Background: an optimization exercise with open tools, aiming at small area and a short achievable clock period. Do not read the settings as production practice. In this exercise RTL edits were held to simulation tests only and were not proved equivalent to the original. No activity file was given, so power comes from the tool's default toggle rates.

==> flow/design.v <==
package cpu_pkg;
	localparam int xlen       = 32;  
	localparam int reg_addr_w = 5;   
	localparam int iw         = 27;  
	localparam logic [5:0] op_rtype = 6'b000000;
	localparam logic [5:0] op_addi  = 6'b001000;
	localparam logic [5:0] op_beq   = 6'b000100;
	localparam logic [5:0] fn_add = 6'd32;
	localparam logic [5:0] fn_sub = 6'd34;
	localparam logic [5:0] fn_and = 6'd36;
	localparam logic [5:0] fn_or  = 6'd37;
	localparam logic [5:0] fn_nor = 6'd39;
	localparam logic [5:0] fn_slt = 6'd42;
	localparam logic [2:0] k_add = 3'b000;
	localparam logic [2:0] k_sub = 3'b001;
	localparam logic [2:0] k_beq = 3'b010;
	localparam logic [2:0] k_slt = 3'b011;
	localparam logic [2:0] k_and = 3'b100;
	localparam logic [2:0] k_or  = 3'b101;
	localparam logic [2:0] k_nor = 3'b110;
	localparam int fw = 12 + 12 + 17;
endpackage
`timescale 1ns/100ps
module reg_file (
	input  logic        clk,
	input  logic        rst,
	input  logic [3:0]  i_rs_lo,   
	input  logic [7:0]  i_rs_hi,   
	input  logic [3:0]  i_rt_lo,
	input  logic [7:0]  i_rt_hi,
	input  logic        i_we,      
	input  logic [4:0]  i_wreg,    
	input  logic [31:0] i_wdata,
	output logic [31:0] o_rs_data,
	output logic [31:0] o_rt_data
);
	logic [31:0] regs [1:31];
	logic [31:0] wval;
	always_comb
	begin
		o_rs_data = '0;
		o_rt_data = '0;
		for (int i = 1; i < 32; i++)
		begin
			o_rs_data = o_rs_data | ({32{i_rs_lo[i % 4] & i_rs_hi[i / 4]}} & regs[i]);
			o_rt_data = o_rt_data | ({32{i_rt_lo[i % 4] & i_rt_hi[i / 4]}} & regs[i]);
		end
	end
	assign wval = rst ? i_wdata : '0;
	always_ff @(posedge clk)
	begin
		for (int i = 1; i < 32; i++)
			if (!rst || (i_we && i_wreg == 5'(i)))
				regs[i] <= wval;
	end
endmodule
`timescale 1ns/100ps
module fetch_stage (
	input  logic                   clk,
	input  logic                   rst,
	input  logic                   i_stall,
	input  logic                   i_branch_taken,   
	input  logic [5:0]             i_branch_target,  
	input  logic                   i_imem_we,
	input  logic [5:0]             i_imem_addr,
	input  logic [31:0]            i_imem_data,
	output logic [cpu_pkg::fw-1:0] o_instr,
	output logic [5:0]             o_pc_next,        
	output logic                   o_valid
);
	logic [cpu_pkg::iw-1:0] imem [64];
	logic [5:0]             pc;  
	logic [5:0]             pc_plus1;
	logic [cpu_pkg::iw-1:0] wword;
	logic [cpu_pkg::iw-1:0] fword;
	logic [5:0]  op, fn;
	logic [4:0]  rs, rt, rd;
	logic [15:0] imm;
	logic [2:0]  kind;
	logic        zero_ops;
	assign op  = i_imem_data[31:26];
	assign rs  = i_imem_data[25:21];
	assign rt  = i_imem_data[20:16];
	assign rd  = i_imem_data[15:11];
	assign fn  = i_imem_data[5:0];
	assign imm = i_imem_data[15:0];
	always_comb
	begin
		kind     = cpu_pkg::k_and;
		zero_ops = 1'b1;
		if (op == cpu_pkg::op_rtype)
		begin
			zero_ops = 1'b0;
			case (fn)
				cpu_pkg::fn_add: kind = cpu_pkg::k_add;
				cpu_pkg::fn_sub: kind = cpu_pkg::k_sub;
				cpu_pkg::fn_and: kind = cpu_pkg::k_and;
				cpu_pkg::fn_or:  kind = cpu_pkg::k_or;
				cpu_pkg::fn_nor: kind = cpu_pkg::k_nor;
				cpu_pkg::fn_slt: kind = cpu_pkg::k_slt;
				default:         zero_ops = 1'b1;  
			endcase
		end
		else if (op == cpu_pkg::op_beq)
		begin
			kind     = cpu_pkg::k_beq;
			zero_ops = 1'b0;
		end
	end
	always_comb
	begin
		if (op == cpu_pkg::op_addi)
			wword = {rs, rt, 1'b1, imm};
		else if (op == cpu_pkg::op_beq)
			wword = {rs, rt, 1'b0, kind, imm[4:0], imm[5], 7'd0};
		else if (op == cpu_pkg::op_rtype)
			wword = {zero_ops ? 10'd0 : {rs, rt}, 1'b0, kind, rd, 8'd0};
		else
			wword = {10'd0, 1'b0, kind, 5'd0, 8'd0};
	end
	always_ff @(posedge clk)
	begin
		if (i_imem_we)
			imem[i_imem_addr] <= wword;
	end
	assign pc_plus1 = pc + 6'd1;
	always_ff @(posedge clk)
	begin
		if (!rst)
		begin
			pc      <= '0;
			o_valid <= 1'b0;
		end
		else if (!i_stall)
		begin
			pc      <= i_branch_taken ? i_branch_target : pc_plus1;
			o_valid <= !i_branch_taken;  
		end
	end
	assign fword = imem[pc];
	always_ff @(posedge clk)
	begin
		if (!i_stall)
		begin
			o_instr   <= {4'b0001 << fword[23:22], 8'b00000001 << fword[26:24],
			              4'b0001 << fword[18:17], 8'b00000001 << fword[21:19],
			              fword[16:0]};
			o_pc_next <= pc_plus1;
		end
	end
endmodule
`timescale 1ns/100ps
module decode_stage (
	input  logic                   clk,
	input  logic                   rst,
	input  logic                   i_stall,
	input  logic                   i_flush,    
	input  logic [cpu_pkg::fw-1:0] i_instr,
	input  logic [5:0]             i_pc_next,
	input  logic                   i_valid,
	input  logic                   i_we,       
	input  logic [4:0]             i_wreg,
	input  logic [31:0]            i_wdata,
	output logic [31:0]            o_p,        
	output logic [31:0]            o_g,        
	output logic                   o_cin,      
	output logic [4:0]             o_sel,      
	output logic [5:0]             o_t,        
	output logic                   o_wr,       
	output logic                   o_br        
);
	logic [3:0]  rs_lo, rt_lo;
	logic [7:0]  rs_hi, rt_hi;
	logic [16:0] w;
	logic [31:0] rs_data, rt_data, b, bx;
	logic        addi, beq, sub;
	logic [2:0]  kind;
	logic [4:0]  rt, dest;
	logic [5:0]  target;
	assign {rs_lo, rs_hi, rt_lo, rt_hi, w} = i_instr;
	reg_file reg_file_inst (
		.clk       (clk),
		.rst       (rst),
		.i_rs_lo   (rs_lo),
		.i_rs_hi   (rs_hi),
		.i_rt_lo   (rt_lo),
		.i_rt_hi   (rt_hi),
		.i_we      (i_we),
		.i_wreg    (i_wreg),
		.i_wdata   (i_wdata),
		.o_rs_data (rs_data),
		.o_rt_data (rt_data)
	);
	assign rt[0]  = rt_lo[1] | rt_lo[3];
	assign rt[1]  = rt_lo[2] | rt_lo[3];
	assign rt[2]  = rt_hi[1] | rt_hi[3] | rt_hi[5] | rt_hi[7];
	assign rt[3]  = rt_hi[2] | rt_hi[3] | rt_hi[6] | rt_hi[7];
	assign rt[4]  = rt_hi[4] | rt_hi[5] | rt_hi[6] | rt_hi[7];
	assign addi   = w[16];
	assign kind   = addi ? cpu_pkg::k_add : w[15:13];
	assign beq    = kind == cpu_pkg::k_beq;
	assign sub    = kind == cpu_pkg::k_sub || kind == cpu_pkg::k_slt;
	assign dest   = addi ? rt : w[12:8];
	assign target = i_pc_next + {w[7], w[12:8]};
	assign b  = addi ? {{16{w[15]}}, w[15:0]} : rt_data;
	assign bx = b ^ {32{sub}};
	always_ff @(posedge clk)
	begin
		if (!rst)
		begin
			o_wr <= 1'b0;
			o_br <= 1'b0;
		end
		else if (!i_stall)
		begin
			o_wr <= i_valid && !i_flush && !beq && dest != 5'd0;
			o_br <= i_valid && !i_flush && beq;
		end
	end
	always_ff @(posedge clk)
	begin
		if (!i_stall)
		begin
			o_p   <= rs_data ^ bx;
			o_g   <= rs_data & bx;
			o_cin <= sub;
			o_sel <= {kind == cpu_pkg::k_nor, kind == cpu_pkg::k_or, kind == cpu_pkg::k_and,
			          kind == cpu_pkg::k_slt, kind == cpu_pkg::k_add || kind == cpu_pkg::k_sub};
			o_t   <= beq ? target : {1'b0, dest};
		end
	end
endmodule
`timescale 1ns/100ps
module execute_stage (
	input  logic        clk,
	input  logic        rst,
	input  logic        i_stall,
	input  logic [31:0] i_p,
	input  logic [31:0] i_g,
	input  logic        i_cin,
	input  logic [4:0]  i_sel,
	input  logic [5:0]  i_t,
	input  logic        i_wr,
	input  logic        i_br,
	output logic        o_branch_taken,
	output logic [5:0]  o_branch_target,
	output logic        o_rf_we,         
	output logic [4:0]  o_rf_wreg,
	output logic [31:0] o_rf_wdata,
	output logic        o_we,            
	output logic [4:0]  o_wreg,
	output logic [31:0] o_wdata
);
	logic [31:0] gk [6];  
	logic [31:0] pk [6];
	logic [32:0] c;       
	logic [31:0] sum, lor, res;
	logic        lt;
	logic        we_q;
	always_comb
	begin
		gk[0] = i_g;
		pk[0] = i_p;
		gk[0][0] = i_g[0] | (i_p[0] & i_cin);
		for (int k = 0; k < 5; k++)
			for (int i = 0; i < 32; i++)
				if (i >= (1 << k))
				begin
					gk[k+1][i] = gk[k][i] | (pk[k][i] & gk[k][i - (1 << k)]);
					pk[k+1][i] = pk[k][i] & pk[k][i - (1 << k)];
				end
				else
				begin
					gk[k+1][i] = gk[k][i];
					pk[k+1][i] = pk[k][i];
				end
		c = {gk[5], i_cin};
	end
	assign sum = i_p ^ c[31:0];
	assign lor = i_p | i_g;                        
	assign lt  = i_p[31] ? !c[31] : i_g[31];       
	assign res = ({32{i_sel[0]}} & sum)
	           | {31'd0, i_sel[1] & lt}
	           | ({32{i_sel[2]}} & i_g)
	           | ({32{i_sel[3]}} & lor)
	           | ({32{i_sel[4]}} & ~lor);
	assign o_branch_taken  = i_br && i_p == '0;
	assign o_branch_target = i_t;
	assign o_rf_we    = i_wr && !i_stall;
	assign o_rf_wreg  = i_t[4:0];
	assign o_rf_wdata = res;
	always_ff @(posedge clk)
	begin
		if (!rst)
			we_q <= 1'b0;
		else if (!i_stall)
			we_q <= i_wr;
	end
	always_ff @(posedge clk)
	begin
		if (!i_stall)
		begin
			o_wreg  <= i_t[4:0];
			o_wdata <= res;
		end
	end
	assign o_we = we_q && !i_stall;  
endmodule
`timescale 1ns/100ps
module cpu_core #(
	parameter int imem_depth = 64  
) (
	input  logic                              clk,
	input  logic                              rst,
	input  logic                              i_stall,
	input  logic                              i_imem_we,
	input  logic [$clog2(imem_depth)-1:0]     i_imem_addr,
	input  logic [cpu_pkg::xlen-1:0]          i_imem_data,
	output logic                              o_wb_valid,
	output logic [cpu_pkg::reg_addr_w-1:0]    o_wb_reg,
	output logic [cpu_pkg::xlen-1:0]          o_wb_data
);
	logic [cpu_pkg::fw-1:0] f_instr;
	logic [5:0]             f_pc_next;
	logic                   f_valid;
	logic [31:0]            d_p, d_g;
	logic                   d_cin;
	logic [4:0]             d_sel;
	logic [5:0]             d_t;
	logic                   d_wr, d_br;
	logic                   x_taken;
	logic [5:0]             x_target;
	logic                   x_rf_we;
	logic [4:0]             x_rf_wreg;
	logic [31:0]            x_rf_wdata;
	fetch_stage fetch_stage_inst (
		.clk             (clk),
		.rst             (rst),
		.i_stall         (i_stall),
		.i_branch_taken  (x_taken),
		.i_branch_target (x_target),
		.i_imem_we       (i_imem_we),
		.i_imem_addr     (i_imem_addr),
		.i_imem_data     (i_imem_data),
		.o_instr         (f_instr),
		.o_pc_next       (f_pc_next),
		.o_valid         (f_valid)
	);
	decode_stage decode_stage_inst (
		.clk       (clk),
		.rst       (rst),
		.i_stall   (i_stall),
		.i_flush   (x_taken),
		.i_instr   (f_instr),
		.i_pc_next (f_pc_next),
		.i_valid   (f_valid),
		.i_we      (x_rf_we),
		.i_wreg    (x_rf_wreg),
		.i_wdata   (x_rf_wdata),
		.o_p       (d_p),
		.o_g       (d_g),
		.o_cin     (d_cin),
		.o_sel     (d_sel),
		.o_t       (d_t),
		.o_wr      (d_wr),
		.o_br      (d_br)
	);
	execute_stage execute_stage_inst (
		.clk             (clk),
		.rst             (rst),
		.i_stall         (i_stall),
		.i_p             (d_p),
		.i_g             (d_g),
		.i_cin           (d_cin),
		.i_sel           (d_sel),
		.i_t             (d_t),
		.i_wr            (d_wr),
		.i_br            (d_br),
		.o_branch_taken  (x_taken),
		.o_branch_target (x_target),
		.o_rf_we         (x_rf_we),
		.o_rf_wreg       (x_rf_wreg),
		.o_rf_wdata      (x_rf_wdata),
		.o_we            (o_wb_valid),
		.o_wreg          (o_wb_reg),
		.o_wdata         (o_wb_data)
	);
endmodule
==> flow/run.sh <==
#!/bin/bash
# synth_recipe.tcl (not shown) runs the flow's synth.tcl, then flattens the netlist and writes it again
# the make line also repeats each setting of config.mk as NAME=value (left out here)
make -C /OpenROAD-flow-scripts/flow DESIGN_CONFIG=/design/flow/config.mk WORK_HOME=/design/flow/orfs CLKGATE_MAP_FILE= SYNTH_SCRIPT=/design/flow/synth_recipe.tcl finish
==> flow/config.mk <==
export PLATFORM = sky130hd
export DESIGN_NAME = cpu_core
export DESIGN_NICKNAME = cpu_core
export VERILOG_FILES = /design/flow/design.v
export SDC_FILE = /design/flow/constraint.sdc
export NUM_CORES = 4
export LEC_CHECK = 0
export CAP_MARGIN = 20
export CORE_MARGIN = 2
export CORE_UTILIZATION = 40
export SETUP_SLACK_MARGIN = 3.0
export SLEW_MARGIN = 20
==> flow/constraint.sdc <==
create_clock -name core_clock -period 6.0 [get_ports {clk}]
set_input_delay 1.2000 -clock core_clock [delete_from_list [all_inputs] [get_ports {clk}]]
set_output_delay 1.2000 -clock core_clock [all_outputs]
set_load 0.01 [all_outputs]
==> results by group, run 1 <==
Status
  • Status: complete, no violations

Yosys
  • Synth Area in Adders: 0.00446
  • Post-Syn Instances: 6,074
  • Yosys warnings: 7
  • Post-synthesis register bit count: 2,896
  • Synth top cells by count: 2,880 x edfxtp_1, 567 x mux4_2, 385 x a22oi_1
  • Ys flop type: edfxtp_1
  • Library cells used by synthesis: 70
  • Number of flops mapped to enable cells by yosys: 2,880
  • Xor and xnor area share after synthesis: 0.00315
  • Largest area contributor in the netlist: edfxtp_1
  • Post-synth top area share: 0.740
  • Largest family of logic cells by synthesized area: multiplexers
  • Mapped Avg Cell Area: 19.2 sq um
  • Post-synthesis compound-gate area fraction: 0.0875
  • Synth area leaders: edfxtp_1 74%, mux4_2 11%, a22oi_1 2.5%, a22o_1 1.8%, a221oi_1 1.4%
  • Fraction of registers with async set/reset: 0
  • Simple-Gate Fraction of Synth Area: 0.0312
  • Syn Nets: 6,157
  • Proportion of synthesized area in mux cells: 0.114
  • Top-count cell post-synth: edfxtp_1
  • Post-Syn Area: 117,000 sq um
  • Seq/Total Area, Yosys: 0.743

Cells and area
  • Finished layout cell area: 148,000 sq um
  • Final net count: 7,195
  • Final core occ: 0.508
  • Share of layout cells above drive strength 1: 0.359
  • Area delta synth->final: 26.5%
  • Layout Cells excl Fill: 11,300
  • Layout fillers: 23,200

Setup path
  • Worst setup startpoint: fetch_stage_inst.o_instr[24]
  • Crit end category: flip-flop
  • R2R depth: 11
  • CP max FO: 15
  • WP data required: 6.65 ns
  • Critical path type: flip-flop to flip-flop
  • Crit path DAT: 4.29 ns
  • FF-to-FF setup slack: 2.35 ns
  • Critical Path Start Type: flip-flop
  • FF-to-FF Start: fetch_stage_inst.o_instr[24]
  • RR Endpoint: decode_stage_inst.o_p[11]

Floorplanning
  • Core area: 291,000 sq um
  • Initial Utilization: 0.402
  • Die X: 544 microns
  • Ports: 80
  • Full die area: 296,000 sq um
  • Height of the chip: 544 microns
  • # rows: 198

Pwr
  • Power density over the cells: 317 nW/um^2
  • Maximum vdd drop: 252 uV
  • Lkg Pwr: 43.6 nW
  • Total power draw: 46.8 mW

Placed design
  • Placed cell count: 9,934
  • Routability cong.: 1.03
  • Placement Cell Area: 125,000 sq um
  • DP Wirelength: 276 mm
  • Port Buffers: 79

Timing
  • Slew HR: 0.0978
  • Max Slew Vio Count: 0
  • Period utilisation layout: 0.608
  • Layout Skew: 0.0916 ns
  • RSZ-0062 raised after global routing: yes
  • Setup Total Neg Slack: 0 ns
  • Final worst path period need: 3.65 ns
  • Final Hold Fails: 0
  • Final setup viols: 0
  • Fmax: 0.274 GHz
  • Worst Tran Pin Value: 1.35 ns

Min path
  • Worst hold path endpoint: fetch_stage_inst.o_pc_next[0]
  • Hold depth: 1
  • Min-delay src: fetch_stage_inst.pc[0]
  • Worst hold path type: flip-flop to flip-flop

Drt
  • Antenna-violating nets left: 0
  • Drt drc: 0
  • Via Count: 80,100
  • Routed Wire Length: 509 mm
  • Total iterations of the first detailed-routing run: 15
  • Drt wl/cell: 45.0 microns
  • Number of vias per cell: 7.09
  • DRT iter0 DRCs: 16,800

Clock tree
  • CTS tree: built
  • Worst skew pair latency: 0.95 ns
  • Clk root buf: clkbuf_16
  • Clk slew on worst S/H paths: 0.06 ns
  • H-tree lvl count: 5
  • Clock Sinks: 2,896
  • CTS Buffer Depth: 4
  • Cts bufs inserted: 304

Global route
  • GRT Util Overall: 0.334
  • Largest net degree at the start of global routing: 166
  • Grt ovf: 0
  • Number of global-route vias before repair: 74,000
  • First-pass GRT wire length: 663 mm
  • Initial antenna violation count: 72

Flow run
  • MaxCap Viol Count: 0
flip-flops by register name (all words and copies together) (netlist names), named ones only:
register / cells
fetch_stage_inst.o_pc_next: 6
execute_stage_inst.o_wdata: 32
decode_stage_inst.o_g: 32
decode_stage_inst.o_sel: 5
fetch_stage_inst.o_valid: 1
decode_stage_inst.o_t: 6
decode_stage_inst.o_br: 1
execute_stage_inst.we_q: 1
fetch_stage_inst.imem: 1728
fetch_stage_inst.pc: 6
decode_stage_inst.o_cin: 1
decode_stage_inst.o_wr: 1
fetch_stage_inst.o_instr: 41
execute_stage_inst.o_wreg: 5
decode_stage_inst.o_p: 32
decode_stage_inst.reg_file_inst.regs: 992
kinds of logic (layout without fill, tap and decap cells):
logic type / count (synthesis) / count (layout)
muxes: 626 / 626
DFF: 2896 / 2896
and+or+nand+nor: 699 / 794
other: 0 / 57
adders and majority gates: 41 / 41
AOI/OAI and AO/OA: 1297 / 1301
xor gates and xnor gates: 42 / 42
buffers and inverters: 473 / 1644
cell type report:
cell class / instances / area [sq um] / share of cell area
clock buffer: 363 / 7980 / 0.0540
multi-input combinational: 2804 / 32700 / 0.221
tap: 3900 / 4880 / 0.0330
antenna: 57 / 143 / 0.000965
clock inverter: 175 / 1810 / 0.0123
sequential: 2896 / 86800 / 0.587
timing repair inverter: 1 / 7.51 / 0.0000508
timing repair buffer: 1066 / 13300 / 0.0899
inverter: 39 / 199 / 0.00135
power by group:
group          internal [mW]  switching (mW)  total (mW)
sequential              23.0           0.571        23.6
combinational           1.59            2.67        4.26
clock                   10.8            8.13        19.0
total                   35.4            11.4        46.8
how the worst max path moves through the flow:
stage	end	slack (ns)
floorplan	decode_stage_inst.o_cin	1.72
global placement	decode_stage_inst.reg_file_inst.regs[6][2]	1.52
detailed placement	decode_stage_inst.reg_file_inst.regs[6][0]	1.46
CTS	fetch_stage_inst.o_instr[28]	2.59
global route	decode_stage_inst.o_p[11]	2.37
finish	decode_stage_inst.o_p[11]	2.35
layout by cell type (no fill, tap or decap), drive strengths merged, types with 91 or more instances in the layout:
| cell type | instances |
|---|---|
| a21oi | 97 |
| a221oi | 181 |
| a222oi | 135 |
| a22o | 238 |
| a22oi | 385 |
| and2 | 131 |
| buf | 970 |
| clkbuf | 368 |
| clkinv | 131 |
| edfxtp | 2880 |
| mux4 | 567 |
| nand4 | 92 |
| nor2 | 207 |
| o21ai | 91 |
layer usage:
layer / GRT usage / share of wire
met1: 0.401 / 0.33
met2: 0.479 / 0.42
met3: 0.136 / 0.15
met4: 0.253 / 0.10
met5: 0.0120 / 0.00096
what timing repair did:
action | 4_1_cts | 5_1_grt
setup endpoints to repair | 3983 | 2202
gates cloned | 126 | 26
hold buffers | 0 | 0
gates resized for setup | 859 | 255
pin swaps | 241 | 215
setup buffers | 445 | 168
stage by stage:
step	setup WS [ns]	hold slack, ns
floorplan	1.72	0.424
global placement	1.52	0.478
detailed placement	1.46	0.497
CTS	2.59	0.517
global route	2.37	0.541
finish	2.35	0.521
critical path: stages, from the launching register on:
cell and delay, ns:
edfxtp_1 0.49, buf_6 0.18, clkinvlp_4 0.20, nor2_4 0.14, buf_12 0.21, a22o_1 0.21, a221oi_2 0.19, nand4_1 0.20
nor4_4 0.91, xnor2_1 0.15, o21a_1 0.16, ha_1 0.30
==> inputs of run 2 (changes only) <==
--- a/flow/design.v
+++ b/flow/design.v
@@ -125,4 +125,8 @@
 	end
 	assign pc_plus1 = pc + 6'd1;
+	logic [7:0] pc_lo, pc_hi;
+	logic [7:0] tgt_lo, tgt_hi;
+	assign tgt_lo = 8'b00000001 << i_branch_target[2:0];
+	assign tgt_hi = 8'b00000001 << i_branch_target[5:3];
 	always_ff @(posedge clk)
 	begin
@@ -130,4 +134,6 @@
 		begin
 			pc      <= '0;
+			pc_lo   <= 8'b00000001;
+			pc_hi   <= 8'b00000001;
 			o_valid <= 1'b0;
 		end
@@ -135,8 +141,15 @@
 		begin
 			pc      <= i_branch_taken ? i_branch_target : pc_plus1;
+			pc_lo   <= i_branch_taken ? tgt_lo : {pc_lo[6:0], pc_lo[7]};
+			pc_hi   <= i_branch_taken ? tgt_hi : (pc_lo[7] ? {pc_hi[6:0], pc_hi[7]} : pc_hi);
 			o_valid <= !i_branch_taken;  
 		end
 	end
-	assign fword = imem[pc];
+	always_comb
+	begin
+		fword = '0;
+		for (int w = 0; w < 64; w++)
+			fword = fword | ({cpu_pkg::iw{pc_lo[w % 8] & pc_hi[w / 8]}} & imem[w]);
+	end
 	always_ff @(posedge clk)
 	begin
--- a/flow/config.mk
+++ b/flow/config.mk
@@ -9,4 +9,5 @@
 export CORE_MARGIN = 2
 export CORE_UTILIZATION = 40
-export SETUP_SLACK_MARGIN = 3.0
+export SETUP_SLACK_MARGIN = 2.5
 export SLEW_MARGIN = 20
+export TNS_END_PERCENT = 5
==> results by group, run 2 <==
Status
  • Status: complete, no violations

Min path
  • Hold depth: 1 (unchanged)
  • Min-delay src: fetch_stage_inst.pc[0]
  • Worst hold path type: flip-flop to flip-flop
  • Worst hold path endpoint: fetch_stage_inst.o_pc_next[0]

Cells and area
  • Max reg flops: 1,728 (unchanged)
  • Final net count: 7,025 (-2.4%)
  • Final core occ: 0.465 (-0.0432)
  • Most frequent cells in the layout: 2,880 x edfxtp_1, 610 x a22o_1, 580 x a221oi_1
  • Share of layout cells above drive strength 1: 0.154 (-0.204)
  • Largest regs: fetch_stage_inst.imem (1728), decode_stage_inst.reg_file_inst.regs (992), fetch_stage_inst.o_instr (41)
  • Most common cell after layout, fill and taps aside: edfxtp_1
  • Reg with most FFs: fetch_stage_inst.imem
  • Layout Cells excl Fill: 10,900 (-3.2%)
  • Area delta synth->final: 15.6%

Flow run
  • MaxCap Viol Count: 0 (unchanged)

Drt
  • Via Count: 82,300 (+2.8%)
  • Antenna-violating nets left: 0 (unchanged)
  • Number of vias per cell: 7.52 (+6.2%)
  • DRT iter0 DRCs: 19,600 (+16%)
  • Drt drc: 0 (unchanged)
  • Drt wl/cell: 47.7 microns (+6.0%)
  • Total iterations of the first detailed-routing run: 14 (-1)
  • Routed Wire Length: 522 mm (+2.6%)

Timing
  • Max Slew Vio Count: 0 (unchanged)
  • Slew HR: 0.154 (+0.0563)
  • Layout Skew: 0.0716 ns (-0.0200 ns)
  • Hold_ws: 0.491 ns (-0.0298 ns)
  • Setup Total Neg Slack: 0 ns (unchanged)
  • Worst Tran Pin Value: 1.26 ns (-0.0893 ns)
  • Fmax: 0.248 GHz (-9.6%)
  • Final worst path period need: 4.03 ns (+0.387 ns)
  • RSZ-0062 raised after global routing: yes
  • Final setup viols: 0 (unchanged)
  • Period utilisation layout: 0.672 (+0.0644)
  • Final Hold Fails: 0 (unchanged)

Setup path
  • WP data required: 6.59 ns (-0.06 ns)
  • Crit end category: flip-flop
  • R2R depth: 6 (-5)
  • FF-to-FF setup slack: 1.97 ns (-0.39 ns)
  • Critical path type: flip-flop to flip-flop
  • CP max FO: 14 (-1)
  • FF-to-FF Start: fetch_stage_inst.pc_lo[0]
  • Crit path DAT: 4.63 ns (+0.34 ns)
  • Critical Path Start Type: flip-flop
  • RR Endpoint: fetch_stage_inst.o_instr[11]

Floorplanning
  • Core area: 283,000 sq um (-2.9%)
  • Initial Utilization: 0.402 (+0.000778)
  • # rows: 195 (-1.5%)
  • Die X: 537 microns (-1.3%)
  • Full die area: 289,000 sq um (-2.6%)
  • Height of the chip: 537 microns (-1.3%)
  • Ports: 80 (unchanged)

Placed design
  • Routability cong.: 0.980 (-5.2%)
  • Placed cell count: 10,400 (+4.3%)
  • Port Buffers: 79 (unchanged)
  • DP Wirelength: 293 mm (+6.2%)

Yosys
  • Ys flop type: edfxtp_1
  • Fraction of registers with async set/reset: 0 (unchanged)
  • Synth area leaders: edfxtp_1 76%, a22o_1 4.7%, a221oi_1 4.5%, a22oi_1 3.7%, clkbuf_1 1.6%
  • Top-count cell post-synth: edfxtp_1
  • Seq/Total Area, Yosys: 0.765 (+0.0221)
  • Post-Syn Instances: 6,759 (+11%)
  • Post-synth top area share: 0.761 (+0.0203)
  • Synth top cells by count: 2,880 x edfxtp_1, 610 x a22o_1, 583 x a221oi_1
  • Syn Nets: 6,842 (+11%)
  • Yosys warnings: 7 (unchanged)
  • Library cells used by synthesis: 81 (+16%)
  • Largest area contributor in the netlist: edfxtp_1
  • Post-synthesis register bit count: 2,906 (+0.35%)
  • Mapped Avg Cell Area: 16.8 sq um (-13%)
  • Post-Syn Area: 114,000 sq um (-2.7%)
  • Number of flops mapped to enable cells by yosys: 2,880 (unchanged)

Clock tree
  • Cts bufs inserted: 303 (-0.33%)
  • Clock Sinks: 2,906 (+0.35%)
  • Worst skew pair latency: 0.91 ns (-0.04 ns)
  • Hold Buf Count CTS: 0 (unchanged)
  • Clk slew on worst S/H paths: 0.06 ns (about the same)
  • CTS Buffer Depth: 4 (unchanged)
  • H-tree lvl count: 5 (unchanged)
  • CTS tree: built
  • Clk root buf: clkbuf_16

Pwr
  • P_sw: 11.7 mW (+2.6%)
  • Power density over the cells: 358 nW/um^2 (+13%)
  • Sequential cell fraction of total power: 0.511 (+0.007)
  • Switch share: 0.248 (+0.00508)
  • Comb power frac: 0.083 (-0.008)
  • Pint: 35.4 mW (-0.15%)
  • Lkg Pwr: 38.8 nW (-11%)
  • Maximum vdd drop: 249 uV (-1.2%)
  • Clock network power share: 0.405 (about the same)

Global route
  • Largest net degree at the start of global routing: 89 (-46%)
  • Number of global-route vias before repair: 76,300 (+3.1%)
  • Grt ovf: 0 (unchanged)
  • Initial antenna violation count: 35 (-51%)
  • GRT Util Overall: 0.353 (+0.0187)
  • First-pass GRT wire length: 685 mm (+3.3%)
==> run 2: final cells by class <==
class                           instances  area [sq um]
Fill cell                           23800        151000
Sequential cell                      2906         87000
Multi-Input combinational cell       3268         25900
Clock buffer                          361          7990
Tap cell                             3743          4680
Timing Repair Buffer                  424          3780
Clock inverter                        177          1830
Inverter                               39           150
Antenna cell                           19          47.5
==> run 2: how the worst max path moves through the flow <==
stage                                 startpoint                                      endpoint  slack [ns]  depth (start not counted)
finish                 fetch_stage_inst.pc_lo[0]                  fetch_stage_inst.o_instr[11]        1.97                          6
global route            decode_stage_inst.o_p[0]  decode_stage_inst.reg_file_inst.regs[18][23]        2.17                          9
CTS                 fetch_stage_inst.o_instr[28]                      decode_stage_inst.o_p[1]        2.07                          9
detailed placement               i_imem_data[31]                 fetch_stage_inst.imem[34][19]        1.47                          7
global placement                 i_imem_data[31]                 fetch_stage_inst.imem[52][19]        1.44                          7
floorplan                        i_imem_data[29]                   fetch_stage_inst.imem[0][7]        1.97                          4
==> run 2: routing by layer <==
metal | part of all wire | track usage | vias up
met5 | 0.00085 | 0.00197 | -
li1 | - | - | 29200
met2 | 0.41 | 0.504 | 9843
met1 | 0.32 | 0.442 | 40600
met4 | 0.088 | 0.225 | 38
met3 | 0.18 | 0.145 | 2656
==> run 2: critical path, cell delays in order (launching register included) <==
cell and delay (ns):
dfxtp_1 0.55, and2_2 0.57, buf_4 0.36, a22o_1 0.45, a221oi_1 0.51, nand4_1 0.51, or4_1 0.72
==> run 2: timing repair <==
| action | in CTS | in global routing |
|---|---|---|
| pin swaps | 5 | 2 |
| endpoints found under the setup margin | 1158 | 1608 |
| cloned | 2 | 0 |
| buffers inserted | 4 | 2 |
| resized for setup | 18 | 31 |
==> run 2: kinds of logic (layout without fill, tap and decap cells) <==
logic type	after synthesis	count (layout)	synth area share
flip-flops	2906	2906	0.765
AO/OA/AOI/OAI	2127	2129	0.153
AND/OR/NAND/NOR	983	983	0.0478
buffers and inverters	587	1001	0.0198
multiplexers	88	88	0.00778
adder cells (fa/ha/maj)	41	41	0.00458
XOR/XNOR	27	27	0.00208
other	0	19	0
==> run 2: power by group through the flow <==
| stage | registers, mW | logic (mW) | clock network, mW |
|---|---|---|---|
| 4_1_cts | 24.0 | 3.59 | 19.0 |
| 2_1_floorplan | 24.1 | 1.85 | 0 |
| 5_1_grt | 24.1 | 3.88 | 19.7 |
| 6_report | 24.1 | 3.92 | 19.1 |
| 3_3_place_gp | 24.4 | 3.54 | 0 |
| 3_5_place_dp | 24.4 | 3.56 | 0 |
==> run 2: stage by stage <==
step	setup slack (ns)	power [mW]	instance area (sq um)
floorplan	1.97	26.0	114000
global placement	1.44	28.0	121000
detailed placement	1.47	28.0	121000
CTS	2.07	46.6	131000
global route	2.17	47.7	131000
finish	1.97	47.1	131000
==> inputs of run 3 (changes only) <==
--- a/flow/config.mk
+++ b/flow/config.mk
@@ -9,5 +9,5 @@
 export CORE_MARGIN = 2
 export CORE_UTILIZATION = 40
-export SETUP_SLACK_MARGIN = 2.5
+export SETUP_SLACK_MARGIN = 3.0
 export SLEW_MARGIN = 20
 export TNS_END_PERCENT = 5
==> results by group, run 3 <==
Status
  • Status: complete, no violations

Clock tree
  • Cts bufs inserted: 305 (+0.66%)
  • Clk slew on worst S/H paths: 0.06 ns (about the same)
  • Clk root buf: clkbuf_16
  • Clock Sinks: 2,906 (unchanged)
  • H-tree lvl count: 5 (unchanged)
  • CTS Buffer Depth: 4 (unchanged)
  • Hold Buf Count CTS: 0 (unchanged)
  • Worst skew pair latency: 0.91 ns (about the same)
  • CTS tree: built

Placed design
  • DP Wirelength: 289 mm (-1.1%)
  • Port Buffers: 79 (unchanged)
  • Pre-CTS setup slack: 1.31 ns (-0.162 ns)
  • Routability cong.: 0.959 (-2.2%)

Drt
  • Number of vias per cell: 7.60 (+0.97%)
  • Drt drc: 0 (unchanged)
  • Total iterations of the first detailed-routing run: 21 (+7)
  • Drt wl/cell: 48.6 microns (+1.9%)
  • Antenna-violating nets left: 0 (unchanged)
  • Via Count: 84,300 (+2.4%)
  • DRT iter0 DRCs: 18,500 (-5.4%)
  • Routed Wire Length: 539 mm (+3.3%)

Cells and area
  • Layout fillers: 23,600 (-0.79%)
  • Area delta synth->final: 18.0%
  • Final net count: 7,177 (+2.2%)
  • Most common cell after layout, fill and taps aside: edfxtp_1
  • Max reg flops: 1,728 (unchanged)
  • Most frequent cells in the layout: 2,880 x edfxtp_1, 607 x a22o_1, 557 x a22oi_1
  • Largest regs: fetch_stage_inst.imem (1728), decode_stage_inst.reg_file_inst.regs (992), fetch_stage_inst.o_instr (41)
  • Reg with most FFs: fetch_stage_inst.imem
  • Share of layout cells above drive strength 1: 0.183 (+0.0288)

Yosys
  • Largest area contributor in the netlist: edfxtp_1
  • Ys flop type: edfxtp_1
  • Post-synth top area share: 0.761 (unchanged)
  • Mapped Avg Cell Area: 16.8 sq um (unchanged)
  • Synth area leaders: edfxtp_1 76%, a22o_1 4.7%, a221oi_1 4.5%, a22oi_1 3.7%, clkbuf_1 1.6%
  • Synth top cells by count: 2,880 x edfxtp_1, 610 x a22o_1, 583 x a221oi_1
  • Number of flops mapped to enable cells by yosys: 2,880 (unchanged)
  • Post-Syn Instances: 6,759 (unchanged)
  • Yosys warnings: 7 (unchanged)
  • Top-count cell post-synth: edfxtp_1
  • Fraction of registers with async set/reset: 0 (unchanged)
  • Post-synthesis register bit count: 2,906 (unchanged)
  • Library cells used by synthesis: 81 (unchanged)
  • Syn Nets: 6,842 (unchanged)
  • Post-Syn Area: 114,000 sq um (unchanged)
  • Seq/Total Area, Yosys: 0.765 (unchanged)

Pwr
  • Comb power frac: 0.092 (+0.009)
  • Lkg Pwr: 39.9 nW (+2.8%)
  • Switch share: 0.253 (+0.00471)
  • Sequential cell fraction of total power: 0.509 (-0.002)
  • Clock network power share: 0.399 (-0.006)
  • P_sw: 11.9 mW (+2.3%)
  • Power density over the cells: 352 nW/um^2 (-1.7%)
  • Pint: 35.3 mW (-0.23%)
  • Maximum vdd drop: 260 uV (+4.3%)

Global route
  • Initial antenna violation count: 39 (+11%)
  • Grt ovf: 0 (unchanged)
  • Largest net degree at the start of global routing: 140 (+57%)
  • First-pass GRT wire length: 697 mm (+1.7%)
  • Number of global-route vias before repair: 77,100 (+1.0%)
  • GRT Util Overall: 0.359 (+0.00678)

Setup path
  • Crit end category: flip-flop
  • Critical Path Start Type: input pin
  • FF-to-FF setup slack: 2.34 ns (+0.37 ns)
  • R2R depth: 10 (+4)
  • Critical path buffers and inverters: 2 (+1)
  • Crit path DAT: 4.19 ns (-0.44 ns)
  • WP data required: 6.49 ns (-0.10 ns)
  • Delay-heaviest family, CP: simple AND/OR/NAND/NOR gates
  • Critical path type: input pin to flip-flop
  • WP depth: 5 (-1)
  • Slowest-stage cell, CP: nor2b_1
  • Critical-path cell list: buf_2, nor2b_1, nand3_1, o21ai_4, buf_4
  • CP max FO: 20 (+6)
  • CP max stage delay: 0.82 ns (+0.10 ns)

Timing
  • Final setup viols: 0 (unchanged)
  • Slew HR: 0.0751 (-0.0790)
  • Final Hold Fails: 0 (unchanged)
  • Final setup margin: 2.30 ns (+0.332 ns)
  • Period utilisation layout: 0.617 (-0.0554)
  • Fmax: 0.270 GHz (+9.0%)
  • Worst Tran Pin Value: 1.39 ns (+0.123 ns)
  • Setup Total Neg Slack: 0 ns (unchanged)
  • Layout Skew: 0.0657 ns (-0.00591 ns)
  • Final worst path period need: 3.70 ns (-0.332 ns)
  • RSZ-0062 raised after global routing: yes
  • Max Slew Vio Count: 0 (unchanged)

Min path
  • Hold depth: 2 (+1)
  • Worst hold path type: flip-flop to flip-flop

Floorplanning
  • Full die area: 289,000 sq um (unchanged)
  • Die X: 537 microns (unchanged)
  • Ports: 80 (unchanged)
  • Height of the chip: 537 microns (unchanged)
  • Initial Utilization: 0.402 (unchanged)
  • Core area: 283,000 sq um (unchanged)
  • # rows: 195 (unchanged)

Flow run
  • MaxCap Viol Count: 0 (unchanged)
run 3: cell counts after synthesis:
No cell type changed its count.
run 3: power groups by stage:
stage | combinational, mW | clock, mW | sequential [mW]
after global routing | 4.26 | 19.5 | 24.1
after CTS | 3.76 | 18.7 | 24.0
after floorplan | 1.85 | 0 | 24.1
after global placement | 3.59 | 0 | 24.4
final | 4.34 | 18.8 | 24.1
after detailed placement | 3.60 | 0 | 24.4
run 3: final cells by class:
class                   count  area, sq um  share of cell area
flip-flops and latches   2906        87000               0.649
multi-input cells        3299        27200               0.203
clock buffers             376         8070              0.0601
repair buffers            543         5390              0.0402
well taps                3743         4680              0.0349
clock inverters           162         1570              0.0117
inverters                  39          154             0.00115
diodes                     26         65.1            0.000485
run 3: path summary, 6_finish.rpt:
path / start / endpoint
worst min-delay path: execute_stage_inst.we_q / execute_stage_inst.we_q
worst max-delay path: i_stall / decode_stage_inst.reg_file_inst.regs[12][19]
worst max register to register: decode_stage_inst.o_p[0] / decode_stage_inst.reg_file_inst.regs[4][0]
worst min register to register: execute_stage_inst.we_q / execute_stage_inst.we_q
run 3: cell families after synthesis:
family / count (synthesis) / share of synthesized area
AO/OA/AOI/OAI: 2127 / 0.153
multiplexers: 88 / 0.00778
XOR/XNOR: 27 / 0.00208
flip-flops: 2906 / 0.765
adder cells (fa/ha/maj): 41 / 0.00458
AND/OR/NAND/NOR: 983 / 0.0478
buffers and inverters: 587 / 0.0198
run 3: worst reg2reg max path, stage by stage, from the launching register on:
cell and delay, ns:
edfxtp_1 0.40, ha_4 0.17, buf_4 0.12, o21ai_4 0.07
a221oi_2 0.46, o21ai_2 0.18, a2111o_1 0.52, a21oi_2 0.37
o22ai_1 0.26, a31o_2 0.33, and2_2 0.38
run 3: repair_timing:
item | CTS | global route
setup endpoints to repair | 4167 | 4560
pin swaps | 22 | 73
buffers inserted | 23 | 129
gates cloned | 22 | 18
gates resized for setup | 111 | 303
run 3: metrics by stage:
| step | hold WS, ns | instances | cell area, sq um | power [mW] | util |
|---|---|---|---|---|---|
| after floorplan | 0.424 | 6759 | 114000 | 26.0 | - |
| after global placement | 0.482 | 10300 | 121000 | 28.0 | 0.428 |
| after detailed placement | 0.481 | 10300 | 121000 | 28.0 | 0.428 |
| after CTS | 0.494 | 10900 | 131000 | 46.5 | 0.465 |
| after global routing | 0.546 | 11100 | 134000 | 47.9 | 0.475 |
| final | 0.495 | 11100 | 134000 | 47.2 | 0.475 |
run 3: layer usage:
layer	up-vias	track usage	part of all wire
met3	3020	0.161	0.18
met4	52	0.236	0.094
met5	-	0.000493	0.0010
met2	10400	0.514	0.41
met1	41300	0.439	0.31
li1	29500	-	-
==> inputs of run 4 (changes only) <==
--- a/flow/design.v
+++ b/flow/design.v
@@ -19,4 +19,5 @@
 	localparam logic [2:0] k_or  = 3'b101;
 	localparam logic [2:0] k_nor = 3'b110;
+	localparam logic [2:0] k_zero = 3'b111;  
 	localparam int fw = 12 + 12 + 17;
 endpackage
@@ -30,5 +31,5 @@
 	input  logic [7:0]  i_rt_hi,
 	input  logic        i_we,      
-	input  logic [4:0]  i_wreg,    
+	input  logic [31:1] i_wsel,    
 	input  logic [31:0] i_wdata,
 	output logic [31:0] o_rs_data,
@@ -51,5 +52,5 @@
 	begin
 		for (int i = 1; i < 32; i++)
-			if (!rst || (i_we && i_wreg == 5'(i)))
+			if (!rst || (i_we && i_wsel[i]))
 				regs[i] <= wval;
 	end
@@ -74,22 +75,15 @@
 	logic [cpu_pkg::iw-1:0] wword;
 	logic [cpu_pkg::iw-1:0] fword;
-	logic [5:0]  op, fn;
-	logic [4:0]  rs, rt, rd;
-	logic [15:0] imm;
-	logic [2:0]  kind;
-	logic        zero_ops;
-	assign op  = i_imem_data[31:26];
-	assign rs  = i_imem_data[25:21];
-	assign rt  = i_imem_data[20:16];
-	assign rd  = i_imem_data[15:11];
-	assign fn  = i_imem_data[5:0];
-	assign imm = i_imem_data[15:0];
+	logic [5:0] op, fn;
+	logic [2:0] kind;
+	logic       known;
+	assign op = i_imem_data[31:26];
+	assign fn = i_imem_data[5:0];
 	always_comb
 	begin
-		kind     = cpu_pkg::k_and;
-		zero_ops = 1'b1;
+		known = 1'b1;
+		kind  = cpu_pkg::k_zero;
 		if (op == cpu_pkg::op_rtype)
 		begin
-			zero_ops = 1'b0;
 			case (fn)
 				cpu_pkg::fn_add: kind = cpu_pkg::k_add;
@@ -99,24 +93,16 @@
 				cpu_pkg::fn_nor: kind = cpu_pkg::k_nor;
 				cpu_pkg::fn_slt: kind = cpu_pkg::k_slt;
-				default:         zero_ops = 1'b1;  
+				default:         kind = cpu_pkg::k_zero;  
 			endcase
 		end
 		else if (op == cpu_pkg::op_beq)
-		begin
-			kind     = cpu_pkg::k_beq;
-			zero_ops = 1'b0;
-		end
-	end
-	always_comb
-	begin
-		if (op == cpu_pkg::op_addi)
-			wword = {rs, rt, 1'b1, imm};
-		else if (op == cpu_pkg::op_beq)
-			wword = {rs, rt, 1'b0, kind, imm[4:0], imm[5], 7'd0};
-		else if (op == cpu_pkg::op_rtype)
-			wword = {zero_ops ? 10'd0 : {rs, rt}, 1'b0, kind, rd, 8'd0};
-		else
-			wword = {10'd0, 1'b0, kind, 5'd0, 8'd0};
-	end
+			kind = cpu_pkg::k_beq;
+		else if (op != cpu_pkg::op_addi)
+			known = 1'b0;  
+	end
+	assign wword = {i_imem_data[25:16], op == cpu_pkg::op_addi,
+	                i_imem_data[15:11] & {5{known}},
+	                (op == cpu_pkg::op_addi) ? i_imem_data[10:8] : kind,
+	                i_imem_data[7:0]};
 	always_ff @(posedge clk)
 	begin
@@ -173,5 +159,5 @@
 	input  logic                   i_valid,
 	input  logic                   i_we,       
-	input  logic [4:0]             i_wreg,
+	input  logic [31:1]            i_wsel,
 	input  logic [31:0]            i_wdata,
 	output logic [31:0]            o_p,        
@@ -180,4 +166,5 @@
 	output logic [4:0]             o_sel,      
 	output logic [5:0]             o_t,        
+	output logic [31:1]            o_wsel,     
 	output logic                   o_wr,       
 	output logic                   o_br        
@@ -200,5 +187,5 @@
 		.i_rt_hi   (rt_hi),
 		.i_we      (i_we),
-		.i_wreg    (i_wreg),
+		.i_wsel    (i_wsel),
 		.i_wdata   (i_wdata),
 		.o_rs_data (rs_data),
@@ -211,9 +198,9 @@
 	assign rt[4]  = rt_hi[4] | rt_hi[5] | rt_hi[6] | rt_hi[7];
 	assign addi   = w[16];
-	assign kind   = addi ? cpu_pkg::k_add : w[15:13];
+	assign kind   = addi ? cpu_pkg::k_add : w[10:8];
 	assign beq    = kind == cpu_pkg::k_beq;
 	assign sub    = kind == cpu_pkg::k_sub || kind == cpu_pkg::k_slt;
-	assign dest   = addi ? rt : w[12:8];
-	assign target = i_pc_next + {w[7], w[12:8]};
+	assign dest   = addi ? rt : w[15:11];
+	assign target = i_pc_next + w[5:0];
 	assign b  = addi ? {{16{w[15]}}, w[15:0]} : rt_data;
 	assign bx = b ^ {32{sub}};
@@ -241,4 +228,6 @@
 			          kind == cpu_pkg::k_slt, kind == cpu_pkg::k_add || kind == cpu_pkg::k_sub};
 			o_t   <= beq ? target : {1'b0, dest};
+			for (int i = 1; i < 32; i++)
+				o_wsel[i] <= dest == 5'(i);
 		end
 	end
@@ -259,5 +248,4 @@
 	output logic [5:0]  o_branch_target,
 	output logic        o_rf_we,         
-	output logic [4:0]  o_rf_wreg,
 	output logic [31:0] o_rf_wdata,
 	output logic        o_we,            
@@ -301,5 +289,4 @@
 	assign o_branch_target = i_t;
 	assign o_rf_we    = i_wr && !i_stall;
-	assign o_rf_wreg  = i_t[4:0];
 	assign o_rf_wdata = res;
 	always_ff @(posedge clk)
@@ -345,5 +332,5 @@
 	logic [5:0]             x_target;
 	logic                   x_rf_we;
-	logic [4:0]             x_rf_wreg;
+	logic [31:1]            d_wsel;
 	logic [31:0]            x_rf_wdata;
 	fetch_stage fetch_stage_inst (
@@ -369,5 +356,5 @@
 		.i_valid   (f_valid),
 		.i_we      (x_rf_we),
-		.i_wreg    (x_rf_wreg),
+		.i_wsel    (d_wsel),
 		.i_wdata   (x_rf_wdata),
 		.o_p       (d_p),
@@ -376,4 +363,5 @@
 		.o_sel     (d_sel),
 		.o_t       (d_t),
+		.o_wsel    (d_wsel),
 		.o_wr      (d_wr),
 		.o_br      (d_br)
@@ -393,5 +381,4 @@
 		.o_branch_target (x_target),
 		.o_rf_we         (x_rf_we),
-		.o_rf_wreg       (x_rf_wreg),
 		.o_rf_wdata      (x_rf_wdata),
 		.o_we            (o_wb_valid),
==> results by group, run 4 <==
Status
  • Status: complete, no violations

Setup path
  • Critical path type: input pin to flip-flop
  • Crit path DAT: 4.28 ns (+0.09 ns)
  • WP data required: 6.52 ns (+0.03 ns)
  • Critical Path Start Type: input pin
  • Crit end category: flip-flop
  • FF-to-FF setup slack: 2.29 ns (-0.05 ns)
  • CP max FO: 18 (-10%)

Cells and area
  • Area delta synth->final: 19.7%
  • Layout Cells excl Fill: 11,300 (+2.2%)
  • Largest regs: fetch_stage_inst.imem (1728), decode_stage_inst.reg_file_inst.regs (992), fetch_stage_inst.o_instr (41)
  • Most frequent cells in the layout: 2,911 x edfxtp_1, 628 x a22o_1, 529 x a221oi_1
  • Final net count: 7,385 (+2.9%)
  • Share of layout cells above drive strength 1: 0.205 (+0.0219)
  • Max reg flops: 1,728 (unchanged)
  • Most common cell after layout, fill and taps aside: edfxtp_1
  • Reg with most FFs: fetch_stage_inst.imem

Pwr
  • Comb power frac: 0.089 (-0.003)
  • Lkg Pwr: 44.5 nW (+12%)
  • Sequential cell fraction of total power: 0.507 (-0.002)
  • Maximum vdd drop: 260 uV (about the same)
  • Power density over the cells: 357 nW/um^2 (+1.3%)
  • Switch share: 0.251 (-0.00198)
  • Clock network power share: 0.404 (+0.005)
  • P_sw: 12.3 mW (+2.8%)
  • Pint: 36.7 mW (+3.9%)

Yosys
  • Fraction of registers with async set/reset: 0 (unchanged)
  • Ys flop type: edfxtp_1
  • Post-synthesis register bit count: 2,937 (+1.1%)
  • Library cells used by synthesis: 80 (-1.2%)
  • Post-Syn Area: 115,000 sq um (+0.83%)
  • Post-Syn Instances: 6,849 (+1.3%)
  • Largest area contributor in the netlist: edfxtp_1
  • Synth area leaders: edfxtp_1 76%, a22o_1 4.8%, a221oi_1 4.6%, a22oi_1 3.5%, clkbuf_1 1.6%
  • Top-count cell post-synth: edfxtp_1
  • Yosys warnings: 7 (unchanged)
  • Synth top cells by count: 2,911 x edfxtp_1, 633 x a22o_1, 598 x a221oi_1
  • Number of flops mapped to enable cells by yosys: 2,911 (+1.1%)
  • Seq/Total Area, Yosys: 0.767 (+0.00181)
  • Mapped Avg Cell Area: 16.7 sq um (-0.49%)
  • Post-synth top area share: 0.762 (+0.00185)
  • Syn Nets: 6,932 (+1.3%)

Clock tree
  • H-tree lvl count: 5 (unchanged)
  • Hold Buf Count CTS: 0 (unchanged)
  • CTS tree: built
  • Worst skew pair latency: 0.92 ns (about the same)
  • CTS Buffer Depth: 4 (unchanged)
  • Clk slew on worst S/H paths: 0.06 ns (about the same)
  • Clock Sinks: 2,937 (+1.1%)
  • Cts bufs inserted: 308 (+0.98%)
  • Clk root buf: clkbuf_16

Global route
  • GRT Util Overall: 0.356 (-0.00304)
  • First-pass GRT wire length: 701 mm (+0.56%)
  • Grt ovf: 0 (unchanged)
  • Number of global-route vias before repair: 76,400 (-0.86%)
  • Largest net degree at the start of global routing: 112 (-20%)
  • Initial antenna violation count: 63 (+62%)

Timing
  • Hold_ws: 0.484 ns (-0.0111 ns)
  • Max Slew Vio Count: 0 (unchanged)
  • Worst Tran Pin Value: 1.36 ns (-0.0303 ns)
  • Slew HR: 0.0953 (+0.0202)
  • Setup Total Neg Slack: 0 ns (unchanged)
  • Period utilisation layout: 0.626 (+0.00958)
  • Final setup viols: 0 (unchanged)
  • Layout Skew: 0.0718 ns (+0.00608 ns)
  • Fmax: 0.266 GHz (-1.5%)
  • Final Hold Fails: 0 (unchanged)
  • RSZ-0062 raised after global routing: yes
  • Final worst path period need: 3.76 ns (+0.0575 ns)

Floorplanning
  • # rows: 196 (+0.51%)
  • Full die area: 291,000 sq um (+0.82%)
  • Die X: 539 microns (+0.41%)
  • Initial Utilization: 0.402 (-0.000462)
  • Height of the chip: 539 microns (+0.41%)
  • Ports: 80 (unchanged)
  • Core area: 285,000 sq um (+0.95%)

Drt
  • DRT iter0 DRCs: 19,500 (+5.0%)
  • Routed Wire Length: 554 mm (+2.8%)
  • Drt drc: 0 (unchanged)
  • Total iterations of the first detailed-routing run: 13 (-38%)
  • Via Count: 85,100 (+0.94%)
  • Antenna-violating nets left: 0 (unchanged)
  • Drt wl/cell: 48.9 microns (+0.57%)
  • Number of vias per cell: 7.50 (-1.3%)

Placed design
  • Port Buffers: 79 (unchanged)
  • DP Wirelength: 311 mm (+7.3%)
  • Placed cell count: 10,500 (+1.3%)
  • Routability cong.: 0.994 (+3.7%)

Min path
  • Worst hold path type: flip-flop to flip-flop

Flow run
  • MaxCap Viol Count: 0 (unchanged)
[run 4: path summary, 6_finish.rpt]
check | to | cells after the start | start
min reg2reg | decode_stage_inst.o_wr | 2 | decode_stage_inst.o_wr
min | decode_stage_inst.o_wr | 2 | decode_stage_inst.o_wr
max reg2reg | decode_stage_inst.o_p[28] | 7 | fetch_stage_inst.o_instr[38]
max | fetch_stage_inst.imem[53][3] | 5 | i_imem_addr[2]
[run 4: what timing repair did]
| item | 4_1_cts | 5_1_grt |
|---|---|---|
| setup buffers | 20 | 215 |
| hold endpoints to repair | 0 | 0 |
| resized for setup | 143 | 414 |
| pin swaps | 28 | 88 |
| cloned | 12 | 35 |
| setup endpoints to repair | 2765 | 3142 |
[run 4: cell type report]
type	count	area, sq um
Fill cell	23600	148000
Sequential cell	2937	88000
Multi-Input combinational cell	3335	26900
Clock buffer	359	8080
Timing Repair Buffer	683	7250
Tap cell	3762	4710
Clock inverter	191	2100
Inverter	37	146
Antenna cell	38	95.1
[run 4: per-layer routing]
layer,track usage,wire [microns]
met3,0.162,103000
met1,0.429,172000
met4,0.258,56000
met2,0.502,223000
met5,0.00427,637
[run 4: kinds of logic after synthesis]
logic type               count (synthesis)  share of synthesized area
AO/OA/AOI/OAI                         2106                      0.150
XOR/XNOR                                29                    0.00222
adder cells (fa/ha/maj)                 41                    0.00454
buffers and inverters                  596                     0.0199
flip-flops                            2937                      0.767
multiplexers                            78                    0.00684
AND/OR/NAND/NOR                       1062                     0.0495
[run 4: power groups by stage]
| stage | Combinational [mW] | Clock, mW | Sequential, mW |
|---|---|---|---|
| after CTS | 3.66 | 19.6 | 24.8 |
| after floorplan | 1.74 | 0 | 24.8 |
| after global placement | 3.50 | 0 | 25.2 |
| after global routing | 4.28 | 20.4 | 24.9 |
| after detailed placement | 3.52 | 0 | 25.2 |
| final | 4.33 | 19.8 | 24.8 |
[run 4: through the flow]
stage          power (mW)  instance area, sq um   util  worst slack (ns)
2_1_floorplan        26.5                115000      -              2.62
3_3_place_gp         28.7                121000  0.425              1.18
3_5_place_dp         28.7                122000  0.427              1.35
4_1_cts              48.0                133000  0.465              2.29
5_1_grt              49.6                137000  0.481              2.30
6_report             48.9                137000  0.481              2.24
[run 4: critical path: stages]
cell and delay, ns:
clkdlybuf4s50_1 0.87, nor2b_1 0.32, nand3_1 0.59, nor2_4 0.75, buf_4 0.49
==> inputs of run 5 (changes only) <==
--- a/flow/config.mk
+++ b/flow/config.mk
@@ -9,5 +9,5 @@
 export CORE_MARGIN = 2
 export CORE_UTILIZATION = 40
-export SETUP_SLACK_MARGIN = 3.0
+export SETUP_SLACK_MARGIN = 3.5
 export SLEW_MARGIN = 20
 export TNS_END_PERCENT = 5
==> results by group, run 5 <==
Status
  • Status: complete, no violations

Yosys
  • Syn Nets: 6,932 (unchanged)
  • Fraction of registers with async set/reset: 0 (unchanged)
  • Largest area contributor in the netlist: edfxtp_1
  • Post-Syn Area: 115,000 sq um (unchanged)
  • Top-count cell post-synth: edfxtp_1
  • Synth top cells by count: 2,911 x edfxtp_1, 633 x a22o_1, 598 x a221oi_1
  • Largest family of logic cells by synthesized area: compound AO/OA/AOI/OAI gates
  • Synth Area in Adders: 0.00454 (unchanged)
  • Library cells used by synthesis: 80 (unchanged)
  • Synth area leaders: edfxtp_1 76%, a22o_1 4.8%, a221oi_1 4.6%, a22oi_1 3.5%, clkbuf_1 1.6%
  • Yosys warnings: 7 (unchanged)
  • Seq/Total Area, Yosys: 0.767 (unchanged)
  • Mapped Avg Cell Area: 16.7 sq um (unchanged)
  • Post-Syn Instances: 6,849 (unchanged)
  • Simple-Gate Fraction of Synth Area: 0.0495 (unchanged)
  • Post-synthesis register bit count: 2,937 (unchanged)
  • Ys flop type: edfxtp_1
  • Post-synth top area share: 0.762 (unchanged)
  • Number of flops mapped to enable cells by yosys: 2,911 (unchanged)
  • Xor and xnor area share after synthesis: 0.00222 (unchanged)
  • Proportion of synthesized area in mux cells: 0.00684 (unchanged)
  • Post-synthesis compound-gate area fraction: 0.150 (unchanged)

Pwr
  • Maximum vdd drop: 268 uV (+3.3%)
  • Lkg Pwr: 45.0 nW (+1.1%)
  • P_sw: 12.2 mW (-0.79%)
  • Pint: 35.8 mW (-2.3%)
  • Comb power frac: 0.092 (+0.003)
  • Power density over the cells: 347 nW/um^2 (-2.6%)
  • Clock network power share: 0.391 (-0.013)
  • Switch share: 0.254 (+0.00291)
  • Sequential cell fraction of total power: 0.517 (+0.010)

Cells and area
  • Most common cell after layout, fill and taps aside: edfxtp_1
  • FF+latch area: 88,000 sq um (about the same)
  • Final net count: 7,476 (+1.2%)
  • Share of layout cells above drive strength 1: 0.220 (+0.0146)
  • Max reg flops: 1,728 (unchanged)
  • Largest regs: fetch_stage_inst.imem (1728), decode_stage_inst.reg_file_inst.regs (992), fetch_stage_inst.o_instr (41)
  • Area delta synth->final: 20.6%
  • Multi-input logic area: 27,200 sq um (+1.2%)
  • Layout fillers: 23,300 (-1.1%)
  • Most frequent cells in the layout: 2,911 x edfxtp_1, 629 x a22o_1, 540 x a221oi_1
  • Reg with most FFs: fetch_stage_inst.imem

Min path
  • Hold depth: 2 (unchanged)
  • Worst hold path endpoint: fetch_stage_inst.o_valid
  • Min-delay src: fetch_stage_inst.o_valid
  • Worst hold path type: flip-flop to flip-flop

Setup path
  • Crit path DAT: 3.85 ns (-0.43 ns)
  • Delay-heaviest family, CP: buffers and inverters
  • Critical Path Start Type: input pin
  • FF-to-FF setup slack: 2.73 ns (+0.44 ns)
  • Worst path most repeated cell: buf_4
  • Crit end category: flip-flop
  • RR Endpoint: decode_stage_inst.o_p[15]
  • R2R depth: 9 (+2)
  • Worst setup startpoint: rst
  • Critical-path cell list: buf_4, buf_4, nand2_2, buf_4
  • CP max stage delay: 0.88 ns (about the same)
  • CP max FO: 46 (+28)
  • Slowest-stage cell, CP: buf_4
  • FF-to-FF Start: fetch_stage_inst.o_instr[19]
  • WP data required: 6.48 ns (-0.04 ns)
  • Critical path type: input pin to flip-flop
  • Critical path buffers and inverters: 3 (+1)

Placed design
  • Routability cong.: 0.965 (-2.9%)
  • Port Buffers: 79 (unchanged)
  • DP Wirelength: 294 mm (-5.4%)

Timing
  • Worst Tran Pin Value: 1.29 ns (-0.0667 ns)
  • Final Hold Fails: 0 (unchanged)
  • RSZ-0062 raised after global routing: yes
  • Period utilisation layout: 0.562 (-0.0643)
  • Slew HR: 0.137 (+0.0414)
  • Final setup viols: 0 (unchanged)
  • Final worst path period need: 3.37 ns (-0.386 ns)
  • Hold_ws: 0.488 ns (+0.00404 ns)
  • Setup Total Neg Slack: 0 ns (unchanged)
  • Fmax: 0.297 GHz (+11%)
  • Layout Skew: 0.0700 ns (-0.00180 ns)
  • Max Slew Vio Count: 0 (unchanged)

Floorplanning
  • Core area: 285,000 sq um (unchanged)
  • Height of the chip: 539 microns (unchanged)
  • Ports: 80 (unchanged)
  • Die X: 539 microns (unchanged)
  • Initial Utilization: 0.402 (unchanged)
  • Full die area: 291,000 sq um (unchanged)
  • # rows: 196 (unchanged)

Drt
  • Number of vias per cell: 7.55 (+0.63%)
  • Drt drc: 0 (unchanged)
  • Total iterations of the first detailed-routing run: 22 (+9)
  • Antenna-violating nets left: 0 (unchanged)
  • Routed Wire Length: 556 mm (+0.36%)
  • Via Count: 86,300 (+1.4%)
  • DRT iter0 DRCs: 20,000 (+2.8%)
  • Drt wl/cell: 48.7 microns (-0.40%)

Clock tree
  • CTS tree: built
  • H-tree lvl count: 5 (unchanged)
  • Clk root buf: clkbuf_16
  • Clk slew on worst S/H paths: 0.06 ns (about the same)
  • CTS Buffer Depth: 4 (unchanged)
  • Worst skew pair latency: 0.90 ns (-0.02 ns)
  • Clock Sinks: 2,937 (unchanged)
  • Hold Buf Count CTS: 0 (unchanged)
  • Cts bufs inserted: 309 (+0.32%)

Global route
  • Largest net degree at the start of global routing: 103 (-8.0%)
  • GRT Util Overall: 0.369 (+0.0123)
  • Initial antenna violation count: 46 (-27%)
  • Grt ovf: 0 (unchanged)
  • First-pass GRT wire length: 722 mm (+3.0%)
  • Number of global-route vias before repair: 78,900 (+3.3%)

Flow run
  • MaxCap Viol Count: 0 (unchanged)
==> run 5: layout make-up <==
cell class | instances | area share
clock buffers | 376 | 0.0595
flip-flops and latches | 2937 | 0.636
diodes | 44 | 0.000797
repair buffers | 767 | 0.0615
inverters | 37 | 0.00116
multi-input cells | 3341 | 0.197
well taps | 3762 | 0.0341
clock inverters | 165 | 0.00975
==> run 5: what timing repair did <==
item                       4_1_cts  5_1_grt
gates cloned                    43        8
setup endpoints to repair     3936     4034
setup buffers                  297       42
gates resized for setup        595      110
pin swaps                      157       47
==> run 5: worst min-delay path, cell delays in order (launching register included) <==
cell	delay, ns
dfxtp_1	0.31
nor2_1	0.08
a211oi_1	0.05
==> run 5: how the worst max path moves through the flow <==
stage / end / slack [ns] / cells after the start
2_1_floorplan: fetch_stage_inst.imem[15][0] / 3.04 / 3
3_3_place_gp: fetch_stage_inst.imem[42][5] / 1.46 / 4
3_5_place_dp: fetch_stage_inst.imem[14][13] / 1.39 / 4
4_1_cts: decode_stage_inst.reg_file_inst.regs[27][24] / 2.86 / 11
5_1_grt: decode_stage_inst.o_p[2] / 2.76 / 11
6_report: decode_stage_inst.reg_file_inst.regs[16][30] / 2.63 / 4
==> run 5: through the flow <==
stage           util  area [sq um]  std cells  worst slack, ns  power (mW)
2_1_floorplan      -        115000       6849             3.04        26.6
3_3_place_gp   0.425        121000      10400             1.46        28.6
3_5_place_dp   0.426        121000      10500             1.39        28.7
4_1_cts        0.481        137000      11300             2.86        47.3
5_1_grt        0.484        138000      11400             2.76        48.7
6_report       0.485        138000      11400             2.63        48.0
==> run 5: cells by family (layout without fill, tap and decap cells) <==
| group | count (synthesis) | count (layout) |
|---|---|---|
| DFF | 2937 | 2937 |
| AOI/OAI and AO/OA | 2106 | 2111 |
| buffers and inverters | 596 | 1345 |
| muxes | 78 | 78 |
| xor gates and xnor gates | 29 | 29 |
| adders and majority gates | 41 | 41 |
| and+or+nand+nor | 1062 | 1082 |
| other | 0 | 44 |
==> run 5: power groups by stage <==
stage	combinational, mW	sequential (mW)	clock [mW]
detailed placement	3.48	25.2	0
global route	4.38	24.9	19.4
global placement	3.44	25.2	0
finish	4.43	24.8	18.8
floorplan	1.77	24.8	0
CTS	3.97	24.7	18.6
==> run 5: layer usage <==
| metal | up-vias | routed length, microns | GRT usage |
|---|---|---|---|
| met4 | 30 | 59800 | 0.301 |
| met1 | 42500 | 173000 | 0.442 |
| li1 | 30200 | - | - |
| met5 | - | 362 | 0.000658 |
| met3 | 3013 | 99900 | 0.163 |
| met2 | 10500 | 223000 | 0.510 |
==> inputs of run 6 (changes only) <==
--- a/flow/config.mk
+++ b/flow/config.mk
@@ -9,5 +9,5 @@
 export CORE_MARGIN = 2
 export CORE_UTILIZATION = 40
-export SETUP_SLACK_MARGIN = 3.5
+export SETUP_SLACK_MARGIN = 4.0
 export SLEW_MARGIN = 20
 export TNS_END_PERCENT = 5
==> results by group, run 6 <==
Status
  • Status: complete, no violations

Setup path
  • CP max FO: 17 (-63%)
  • Crit end category: flip-flop
  • Worst setup startpoint: fetch_stage_inst.o_instr[26]
  • FF-to-FF setup slack: 2.67 ns (-0.06 ns)
  • Critical Path Start Type: flip-flop
  • FF-to-FF Start: fetch_stage_inst.o_instr[26]
  • Critical-path cell list: buf_6, and2_4, a22o_1, a221oi_1, nand3_1, nor4_2, mux2i_1, ha_1

Drt
  • DRT iter0 DRCs: 21,100 (+5.6%)
  • Via Count: 87,700 (+1.6%)

Pwr
  • Sequential cell fraction of total power: 0.505 (-0.012)
  • P_sw: 12.4 mW (+2.2%)
  • Pint: 36.8 mW (+2.6%)
  • Lkg Pwr: 46.2 nW (+2.5%)
  • Maximum vdd drop: 230 uV (-14%)
  • Power density over the cells: 349 nW/um^2 (+0.66%)

Clock tree
  • CTS tree: built
  • Worst skew pair latency: 0.94 ns (+0.04 ns)
  • Clk slew on worst S/H paths: 0.06 ns (about the same)

Yosys
  • Yosys warnings: 7 (unchanged)
  • Synth top cells by count: 2,911 x edfxtp_1, 633 x a22o_1, 598 x a221oi_1
  • Fraction of registers with async set/reset: 0 (unchanged)
  • Largest area contributor in the netlist: edfxtp_1
  • Library cells used by synthesis: 80 (unchanged)
  • Seq/Total Area, Yosys: 0.767 (unchanged)
  • Post-Syn Area: 115,000 sq um (unchanged)
  • Synth area leaders: edfxtp_1 76%, a22o_1 4.8%, a221oi_1 4.6%, a22oi_1 3.5%, clkbuf_1 1.6%

Timing
  • Layout Skew: 0.104 ns (+0.0341 ns)
  • Worst Tran Pin Value: 1.29 ns (-0.00495 ns)
  • Final setup viols: 0 (unchanged)
  • Fmax: 0.300 GHz (+1.2%)
  • Period utilisation layout: 0.555 (-0.00684)

Cells and area
  • Finished layout cell area: 141,000 sq um (+1.8%)
  • Largest regs: fetch_stage_inst.imem (1728), decode_stage_inst.reg_file_inst.regs (992), fetch_stage_inst.o_instr (41)
run 6: cell counts after synthesis:
No cell type changed its count.
run 6: worst min path at each step:
stage	endpoint	cells past startpoint
final	fetch_stage_inst.pc[5]	2
after global routing	fetch_stage_inst.o_pc_next[0]	1
after CTS	fetch_stage_inst.pc[5]	2
after detailed placement	execute_stage_inst.we_q	2
after global placement	execute_stage_inst.we_q	2
after floorplan	execute_stage_inst.o_wreg[4]	0
run 6: area by class of cell:
class | count | area, sq um
well taps | 3762 | 4710
diodes | 47 | 118
clock inverters | 193 | 2200
repair inverters | 2 | 10.0
clock buffers | 357 | 8030
flip-flops and latches | 2937 | 88000
inverters | 37 | 175
fillers | 23100 | 144000
repair buffers | 851 | 9610
multi-input cells | 3361 | 28000
run 6: worst max-delay path: cells and delay by family, from the launching register on:
| kind | cells | cell delay (ns) |
|---|---|---|
| DFF | 1 | 0.45 |
| and+or+nand+nor | 3 | 0.98 |
| muxes | 1 | 0.29 |
| adders and majority gates | 1 | 0.50 |
| AOI/OAI and AO/OA | 2 | 0.61 |
| buffers and inverters | 1 | 0.16 |
run 6: repair_timing:
item,4_1_cts,5_1_grt
hold endpoints to repair,0,0
resized for setup,789,106
hold buffers,0,0
gates cloned,62,21
buffers inserted,379,62
pin swaps,201,44
endpoints found under the setup margin,4556,4478
run 6: cells by family after synthesis:
kind of cell               Yosys count  share of synthesized area
muxes                               78                    0.00684
buffers and inverters              596                     0.0199
xor gates and xnor gates            29                    0.00222
DFF                               2937                      0.767
adders and majority gates           41                    0.00454
AOI/OAI and AO/OA                 2106                      0.150
and+or+nand+nor                   1062                     0.0495
run 6: per-layer routing:
| metal | track usage | routed length (microns) |
|---|---|---|
| met5 | 0.00296 | 270 |
| met4 | 0.306 | 61600 |
| met3 | 0.177 | 105000 |
| met2 | 0.510 | 224000 |
| met1 | 0.440 | 172000 |
run 6: power by group through the flow:
| stage | sequential (mW) | combinational (mW) | clock (mW) |
|---|---|---|---|
| global placement | 25.2 | 3.41 | 0 |
| global route | 24.9 | 4.47 | 20.4 |
| finish | 24.8 | 4.53 | 19.9 |
| detailed placement | 25.2 | 3.44 | 0 |
| CTS | 24.8 | 3.98 | 19.6 |
| floorplan | 24.8 | 1.77 | 0 |
run 6: stage by stage:
step | std cells | hold WS (ns) | utilization | worst slack, ns | power [mW]
2_1_floorplan | 6849 | 0.421 | - | 3.04 | 26.6
3_3_place_gp | 10400 | 0.478 | 0.425 | 1.23 | 28.6
3_5_place_dp | 10400 | 0.485 | 0.426 | 1.26 | 28.6
4_1_cts | 11400 | 0.510 | 0.489 | 2.87 | 48.4
5_1_grt | 11500 | 0.528 | 0.493 | 2.71 | 49.8
6_report | 11500 | 0.506 | 0.494 | 2.67 | 49.2

Re-timed with assumed drivers on the ports (clkbuf_16 on the clock, buf_2 on other inputs), run 6 has 2.670 ns of setup slack against 2.670 ns with ideal ports, and 1.975 ns once port delays also move by the mid clock arrival of 0.989 ns.
